This is an optimization exercise on Yosys and OpenROAD, whose aim is a short achievable clock period and few clock cycles, not a production implementation.
Only simulation tests tie the RTL to the original design; equivalence was not proved.

==> inputs of job 963 <==
## cpuCore
module cpuCore (
    input  logic               iClk,
    input  logic               rstN,
    output logic [32-1:0] memAddr,
    output logic [32-1:0] memWdata,
    output logic               memWrite,
    output logic               memAccess,
    input  logic [32-1:0] memRdata,
    input  logic               memReady,
    output logic               halt
);
    logic                   halted;
    logic [32-1:0]     pcF;         
    logic [4-1:0]    flags;
    logic                   mState;
    logic                   mStore;
    logic [4-1:0] mLdRd;       
    logic [32-1:0]     mAddr, mWdata;
    logic                   eV;
    logic                   eAlu, eMem, eStore, eDirOr, eHalt;
    logic                   eWrAEn, eWrBEn;
    logic [4-1:0] eWrA, eWrB, eLdRd, eSrcA, eSrcB, eSrcS;
    logic [8-1:0]       eGrp;
    logic                   eInv, eCinC, eCinOne, eCarry, eOver;
    logic [32-1:0]     opA, opB, opS;
    logic [15:0]            eTtRel, eTtInd;    
    logic [20:0]        tgtLo;
    logic                   tgtNeg;
    logic [32-20-1:0] tgtHi0, tgtHiP, tgtHiM;
    logic                   fAa, fAb, fBa, fBb, fSa, fSb;
    logic [32-1:0]     lastA, lastB;
  ...
export LEC_CHECK = 0
export ABC_CLOCK_PERIOD_IN_PS = 3500
export CAP_MARGIN = 20
export CORE_MARGIN = 2
export CORE_UTILIZATION = 40
export PLACE_DENSITY = 0.6
export SLEW_MARGIN = 20
create_clock -name core_clock -period 12.0 [get_ports {iClk}]
standard.sh (not shown) runs the stock make flow with config.mk's settings and CLKGATE_MAP_FILE= SYNTH_SCRIPT=/design/flow/synth_recipe.tcl, a recipe that flattens the netlist after the stock synthesis.
==> flow/flow/run.sh <==
#!/bin/bash
set -euo pipefail
bash standard.sh SETUP_SLACK_MARGIN=8 finish > standard_make.log 2>&1
==> job 9690: changes against job 963 <==
--- a/flow/design.v
+++ b/flow/design.v
@@ -139,26 +139,22 @@
 endmodule
 `default_nettype wire
 `timescale 1ns/1ps
 `default_nettype none
 module regFile (
     input  logic                   iClk,
     input  logic                   en,
     input  logic [32-1:0]     pc,
-    input  logic [4-1:0] rd1,
-    input  logic [4-1:0] rd2,
-    input  logic [4-1:0] rd3,
-    input  logic [4-1:0] rd4,
-    input  logic [4-1:0] rd5,
-    output logic [32-1:0]     q1,
-    output logic [32-1:0]     q2,
-    output logic [32-1:0]     q3,
-    output logic [32-1:0]     q4,
-    output logic [32-1:0]     q5,
+    input  logic [4-1:0] rdA,
+    input  logic [4-1:0] rdB,
+    input  logic [4-1:0] rdS,
+    output logic [32-1:0]     qA,
+    output logic [32-1:0]     qB,
+    output logic [32-1:0]     qS,
     input  logic                   wrAEn,
     input  logic [4-1:0] wrA,
     input  logic [32-1:0]     wrDataA,
     input  logic                   wrBEn,
     input  logic [4-1:0] wrB,
     input  logic [32-1:0]     wrDataB,
     input  logic                   wrLEn,
     input  logic [4-1:0] wrL,
@@ -178,21 +174,19 @@
             end
         end
     end
     logic [32-1:0] rv [0:16-1];
     always_comb begin
         rv[0] = pc;
         for (int i = 1; i < 16; i++) rv[i] = regs[i];
     end
-    assign q1 = rv[rd1];
-    assign q2 = rv[rd2];
-    assign q3 = rv[rd3];
-    assign q4 = rv[rd4];
-    assign q5 = rv[rd5];
+    assign qA = rv[rdA];
+    assign qB = rv[rdB];
+    assign qS = qB;
 endmodule
 `default_nettype wire
 `timescale 1ns/1ps
 `default_nettype none
 module aluFlags (
     input  logic [8-1:0]     grp,
     input  logic                 inv,
     input  logic                 cinC,
@@ -239,16 +233,52 @@
     input  logic                 fwdB,
     input  logic [32-1:0]   lastA,
     input  logic [32-1:0]   lastB,
     input  logic [32-1:0]   val,
     output logic [32-1:0]   q
 );
     assign q = fwdB ? lastB : (fwdA ? lastA : val);
 endmodule
+module ksAdd #(
+    parameter int W = 32
+) (
+    input  logic [W-1:0] a,
+    input  logic [W-1:0] b,
+    input  logic         ci,
+    output logic [W-1:0] s,
+    output logic         co
+);
+    localparam int L = (W < 2) ? 1 : (W < 4) ? 2 : (W < 8) ? 3 : (W < 16) ? 4 : (W < 32) ? 5 : 6;
+    logic [W:0] g [0:L];
+    logic [W:0] p [0:L];
+    always_comb begin
+        g[0][0] = ci;
+        p[0][0] = 1'b0;
+        for (int i = 0; i < W; i++) begin
+            g[0][i+1] = a[i] & b[i];
+            p[0][i+1] = a[i] ^ b[i];
+        end
+        for (int l = 0; l < L; l++) begin
+            for (int i = 0; i <= W; i++) begin
+                if (i >= (1 << l)) begin
+                    g[l+1][i] = g[l][i] | (p[l][i] & g[l][i-(1<<l)]);
+                    p[l+1][i] = p[l][i] & p[l][i-(1<<l)];
+                end else begin
+                    g[l+1][i] = g[l][i];
+                    p[l+1][i] = p[l][i];
+                end
+            end
+        end
+        for (int i = 0; i < W; i++) begin
+            s[i] = a[i] ^ b[i] ^ g[L][i];
+        end
+        co = g[L][W];
+    end
+endmodule
 `default_nettype wire
 `timescale 1ns/1ps
 `default_nettype none
 module cpuCore (
     input  logic               iClk,
     input  logic               rstN,
     output logic [32-1:0] memAddr,
     output logic [32-1:0] memWdata,
@@ -267,35 +297,33 @@
     logic [32-1:0]     mAddr, mWdata;
     logic                   eV;
     logic                   eAlu, eMem, eStore, eDirOr, eHalt;
     logic                   eWrAEn, eWrBEn;
     logic [4-1:0] eWrA, eWrB, eLdRd, eSrcA, eSrcB, eSrcS;
     logic [8-1:0]       eGrp;
     logic                   eInv, eCinC, eCinOne, eCarry, eOver;
     logic [32-1:0]     opA, opB, opS;
-    logic [15:0]            eTtRel, eTtInd;    
+    logic                   takenOut, takenSave, takenInd;
     logic [20:0]        tgtLo;
     logic                   tgtNeg;
     logic [32-20-1:0] tgtHi0, tgtHiP, tgtHiM;
     logic                   fAa, fAb, fBa, fBb, fSa, fSb;
     logic [32-1:0]     lastA, lastB;
     logic adv, normal;
     assign adv    = rstN && memReady && !halted;
     assign normal = !mState;
-    logic takenRel, takenInd, squash;
+    logic squash;
     logic [32-1:0] fetchPC, fetchPC1, tgtE;
     logic [32-20-1:0] tgtHi;
     assign tgtHi = (tgtLo[20] == tgtNeg) ? tgtHi0 : (tgtLo[20] ? tgtHiP : tgtHiM);
     assign tgtE  = {tgtHi, tgtLo[20-1:0]};
-    assign takenRel = !mState && eTtRel[flags];
-    assign takenInd = eTtInd[flags];
     assign squash   = takenInd || (eV && eHalt);
-    assign fetchPC  = takenRel ? tgtE : pcF;
-    assign fetchPC1 = takenRel ? (tgtE + 1'b1) : (pcF + 1'b1);
+    assign fetchPC  = takenOut ? tgtE : pcF;
+    assign fetchPC1 = takenOut ? (tgtE + 1'b1) : (pcF + 1'b1);
     logic [32-1:0] ins;
     assign ins = memRdata;
     logic                   dBranch, dLoad, dStore, dDirect, dAlu, dReg, dSwap, dHalt, dAluImm;
     logic                   dSelA1, dSelA2, dSelA3, dUseRegB, dWrAEn, dWrBEn;
     logic [4-1:0] dSrcB, dWrBIdx;
     logic [8-1:0]       dGrp;
     logic                   dInv, dCinC, dCinOne, dCarry, dOver;
     logic [32-1:0]     dImmB;
@@ -321,53 +349,75 @@
         .aluGrp    (dGrp),
         .aluInv    (dInv),
         .aluCinC   (dCinC),
         .aluCinOne (dCinOne),
         .aluCarry  (dCarry),
         .aluOver   (dOver),
         .immB      (dImmB)
     );
-    logic [32-1:0] q1, q2, q3, q4, q5;
-    logic [32-1:0] resA, resB;
-    logic               wrAGo, wrBGo, wrLGo;
+    logic [4-1:0] dSrcA, dSrcBr;
+    logic [32-1:0]     qA, qB, qS, dA, dB;
+    logic [32-1:0]     resA, resB;
+    logic                   wrAGo, wrBGo, wrLGo;
+    assign dSrcA  = dSelA1 ? ins[15:12] : (dSelA2 ? ins[27:24] : ins[23:20]);
+    assign dSrcBr = dStore ? ins[23:20] : (dReg ? ins[19:16] : ins[11:8]);
     regFile uRegs (
         .iClk    (iClk),
         .en      (adv),
         .pc      (fetchPC),
-        .rd1     (ins[15:12]),
-        .rd2     (ins[27:24]),
-        .rd3     (ins[23:20]),
-        .rd4     (ins[11:8]),
-        .rd5     (ins[19:16]),
-        .q1      (q1),
-        .q2      (q2),
-        .q3      (q3),
-        .q4      (q4),
-        .q5      (q5),
+        .rdA     (dSrcA),
+        .rdB     (dSrcBr),
+        .rdS     (ins[23:20]),
+        .qA      (qA),
+        .qB      (qB),
+        .qS      (qS),
         .wrAEn   (wrAGo),
         .wrA     (eWrA),
         .wrDataA (resA),
         .wrBEn   (wrBGo),
         .wrB     (eWrB),
         .wrDataB (resB),
         .wrLEn   (wrLGo),
         .wrL     (mLdRd),
         .wrDataL (memRdata)
     );
+    assign dA = qA;
+    assign dB = dUseRegB ? qB : dImmB;
     logic [15:0] dTable;
     pipeCtrl uCond (
         .cond   (ins[27:24]),
         .table_ (dTable)
     );
-    logic [4-1:0] dSrcA;
-    logic [32-1:0]     dA, dB;
-    assign dSrcA = dSelA1 ? ins[15:12] : (dSelA2 ? ins[27:24] : ins[23:20]);
-    assign dA    = dSelA1 ? q1 : (dSelA2 ? q2 : q3);
-    assign dB    = dUseRegB ? (dReg ? q5 : q4) : dImmB;
+    localparam int TH = 20 / 2;
+    logic [20:0] tgtSum;
+    logic [TH-1:0]   tsLo, tsMid0, tsMid1;
+    logic            tcLo, tcMid0, tcMid1;
+    ksAdd #(.W(TH)) uTgtLo (
+        .a  (fetchPC[TH-1:0]),
+        .b  (ins[TH-1:0]),
+        .ci (1'b0),
+        .s  (tsLo),
+        .co (tcLo)
+    );
+    ksAdd #(.W(TH)) uTgtMid0 (
+        .a  (fetchPC[20-1:TH]),
+        .b  (ins[20-1:TH]),
+        .ci (1'b0),
+        .s  (tsMid0),
+        .co (tcMid0)
+    );
+    ksAdd #(.W(TH)) uTgtMid1 (
+        .a  (fetchPC[20-1:TH]),
+        .b  (ins[20-1:TH]),
+        .ci (1'b1),
+        .s  (tsMid1),
+        .co (tcMid1)
+    );
+    assign tgtSum = tcLo ? {tcMid1, tsMid1, tsLo} : {tcMid0, tsMid0, tsLo};
     logic [32-1:0]  xA, xB, xS, aluRes, addr;
     logic [4-1:0] flagsNew;
     dataPath uFwdA (.fwdA(fAa), .fwdB(fAb), .lastA(lastA), .lastB(lastB), .val(opA), .q(xA));
     dataPath uFwdB (.fwdA(fBa), .fwdB(fBb), .lastA(lastA), .lastB(lastB), .val(opB), .q(xB));
     dataPath uFwdS (.fwdA(fSa), .fwdB(fSb), .lastA(lastA), .lastB(lastB), .val(opS), .q(xS));
     aluFlags uAlu (
         .grp      (eGrp),
         .inv      (eInv),
@@ -379,31 +429,39 @@
         .opA      (xA),
         .opB      (xB),
         .result   (aluRes),
         .flagsNew (flagsNew)
     );
     assign addr = xA + xB;
     assign resA = eAlu ? aluRes : xA;
     assign resB = (eDirOr ? xA : '0) | xB;
+    logic [4-1:0] flagsNext;
+    logic                condNext, relNext, indNext;
+    assign flagsNext = (eV && eAlu) ? flagsNew : flags;
+    assign condNext  = dTable[flagsNext];
+    assign relNext   = !squash && dBranch && (ins[23:20] == 4'd0) && condNext;
+    assign indNext   = !squash && dBranch && (ins[23:20] != 4'd0) && condNext;
     assign wrAGo = normal && eV && eWrAEn;
     assign wrBGo = normal && eV && eWrBEn;
     assign wrLGo = mState && (mLdRd != '0);
     always_ff @(posedge iClk) begin
         if (!rstN) begin
             halted <= 1'b0;
             pcF    <= '0;
             flags  <= '0;
             mState <= 1'b0;
             eV     <= 1'b0;
-            eTtRel <= '0;
-            eTtInd <= '0;
+            takenOut  <= 1'b0;
+            takenSave <= 1'b0;
+            takenInd  <= 1'b0;
         end else if (adv) begin
             if (mState) begin
                 mState <= 1'b0;
+                takenOut <= takenSave;
                 if (eV && eHalt) halted <= 1'b1;
                 if (mLdRd != '0) begin
                     if (eSrcA == mLdRd) opA <= memRdata;
                     if (eSrcB == mLdRd) opB <= memRdata;
                     if (eSrcS == mLdRd) opS <= memRdata;
                 end
             end else begin
                 if (eV) begin
@@ -418,49 +476,52 @@
                 mStore <= eStore;
                 mLdRd  <= eStore ? 4'd0 : eLdRd;
                 pcF    <= takenInd ? addr : fetchPC1;
                 eV      <= !squash;
                 eAlu    <= dAlu;
                 eMem    <= dStore || (dLoad && ins[23:20] != 4'd0);
                 eStore  <= dStore;
                 eDirOr  <= dDirect && ins[28];
-                eTtRel  <= (dBranch && ins[23:20] == 4'd0 && !squash) ? dTable : 16'd0;
-                eTtInd  <= (dBranch && ins[23:20] != 4'd0 && !squash) ? dTable : 16'd0;
+                takenOut  <= relNext && !(eV && eMem);
+                takenSave <= relNext;
+                takenInd  <= indNext;
                 eHalt   <= dHalt;
                 eWrAEn  <= dWrAEn;
                 eWrBEn  <= dWrBEn;
                 eWrA    <= ins[19:16];
                 eWrB    <= dWrBIdx;
                 eLdRd   <= ins[23:20];
                 eSrcA   <= dSrcA;
                 eSrcB   <= dSrcB;
                 eSrcS   <= ins[23:20];
                 eGrp    <= dGrp;
                 eInv    <= dInv;
                 eCinC   <= dCinC;
                 eCinOne <= dCinOne;
                 eCarry  <= dCarry;
                 eOver   <= dOver;
-                tgtLo   <= {1'b0, fetchPC[20-1:0]} + {1'b0, ins[20-1:0]};
+                tgtLo   <= tgtSum;
                 tgtNeg  <= ins[20-1];
                 tgtHi0  <= fetchPC[32-1:20];
                 tgtHiP  <= fetchPC[32-1:20] + 1'b1;
                 tgtHiM  <= fetchPC[32-1:20] - 1'b1;
                 opA     <= dA;
                 opB     <= dB;
-                opS     <= q3;
+                opS     <= qS;
                 fAa     <= eV && eWrAEn && (dSrcA == eWrA);
                 fAb     <= eV && eWrBEn && (dSrcA == eWrB);
                 fBa     <= eV && eWrAEn && (dSrcB == eWrA);
                 fBb     <= eV && eWrBEn && (dSrcB == eWrB);
                 fSa     <= eV && eWrAEn && (ins[23:20] == eWrA);
                 fSb     <= eV && eWrBEn && (ins[23:20] == eWrB);
             end
         end
     end
-    assign memAddr   = mState ? mAddr : fetchPC;
+    logic [32-1:0] addrBase;
+    assign addrBase  = mState ? mAddr : pcF;
+    assign memAddr   = takenOut ? tgtE : addrBase;
     assign memWdata  = mWdata;
     assign memWrite  = mState && mStore;
     assign memAccess = !halted;
     assign halt      = halted;
 endmodule
 `default_nettype wire
==> flow/run.sh (new file) <==
#!/bin/bash
# synth_recipe.tcl (not shown) runs the flow's synth.tcl, then flattens the netlist and writes it again
# the make line also repeats each setting of config.mk as NAME=value (left out here)
make -C /OpenROAD-flow-scripts/flow DESIGN_CONFIG=/design/flow/config.mk WORK_HOME=/design/flow/orfs CLKGATE_MAP_FILE= SYNTH_SCRIPT=/design/flow/synth_recipe.tcl finish
- ABC_CLOCK_PERIOD_IN_PS: 3500 -> not set
- SETUP_SLACK_MARGIN: not set -> 5
- TNS_END_PERCENT: not set -> 10
removed: flow/flow/run.sh
removed: flow/standard.sh
==> notes.md <==
Result of the run: job 963 did not finish; job 9690 finished clean
Stage where the flow stopped: job 963 global routing (5_1_grt); job 9690 -
Total of cells resized after clock tree synthesis: job 963 2110; job 9690 0
Initial Util: job 963 40.1%; job 9690 40.2%
Synth Register Bits: job 963 881; job 9690 852
Post-synthesis instance total: job 963 8034; job 9690 6552
Sequential fraction of the synthesis area: job 963 37.5%; job 9690 43.0%
Instance count after placement with tap cells included: job 963 10026; job 9690 8210
Post-CTS setup buffer count: job 963 656; job 9690 0
Post-Synth XOR/XNOR Area: job 963 2.69%; job 9690 3.13%
Post-synthesis cell area: job 963 68700 µm²; job 9690 58500 µm²
Die Span Y: job 963 418 µm; job 9690 386 µm
Average cell area after synthesis: job 963 8.55 µm²; job 9690 8.93 µm²
Worst slack at placement: job 963 4.91 ns; job 9690 4.50 ns
Synth Area in Compound Gates: job 963 32.2%; job 9690 25.6%
HPWL after DPL: job 963 385000 µm; job 9690 210000 µm
Yosys synthesis warning count: job 963 7; job 9690 10
Proportion of synthesized area in mux cells: job 963 3.92%; job 9690 4.76%
Die width: job 963 418 µm; job 9690 386 µm
Clock buffer count from CTS: job 963 109; job 9690 99
Final Wtd Congestion: job 963 1.19; job 9690 1.05
Post-synth top area share: job 963 35.4%; job 9690 41.6%
Number of different library cells in the post-synthesis netlist: job 963 100; job 9690 94
Simple-gate share of the synthesized area: job 963 14.9%; job 9690 14.4%
Testbench counts of job 963, summed over its fixed seeds: cycles 57,073.
Testbench counts of job 9690, summed over its fixed seeds: cycles 57,073.

==> re-timing with driven ports <==
The results above use ideal ports. As a check the final layout listed here was re-extracted and re-timed, cells and wires unchanged.
Step 1 (the two cells are an assumption about what drives the block):
set clk [get_ports {iClk}]
set_driving_cell -lib_cell sky130_fd_sc_hd__clkbuf_16 $clk
set_driving_cell -lib_cell sky130_fd_sc_hd__buf_2 [delete_from_list [all_inputs] $clk]
Step 2 moves the port delays by t, midway between the first and last clock arrival at a register: inputs arrive t later, outputs are due t later. That takes back most of the time a late clock gives input paths.
Three values: no drivers, after step 1, after step 2; two values: the first two.
run: job 9690
shift t [ns]: 0.827
setup WS [ns]: 4.914 / 4.973 / 4.147
worst hold slack (ns): 0.461 / 0.461 / 0.461
clock arrival spread, ns: 0.061 / 0.061
After both steps setup and hold are still met in job 9690. For job 9690, drivers alone change the setup slack by +0.059 ns; drivers and shift together by -0.767 ns.
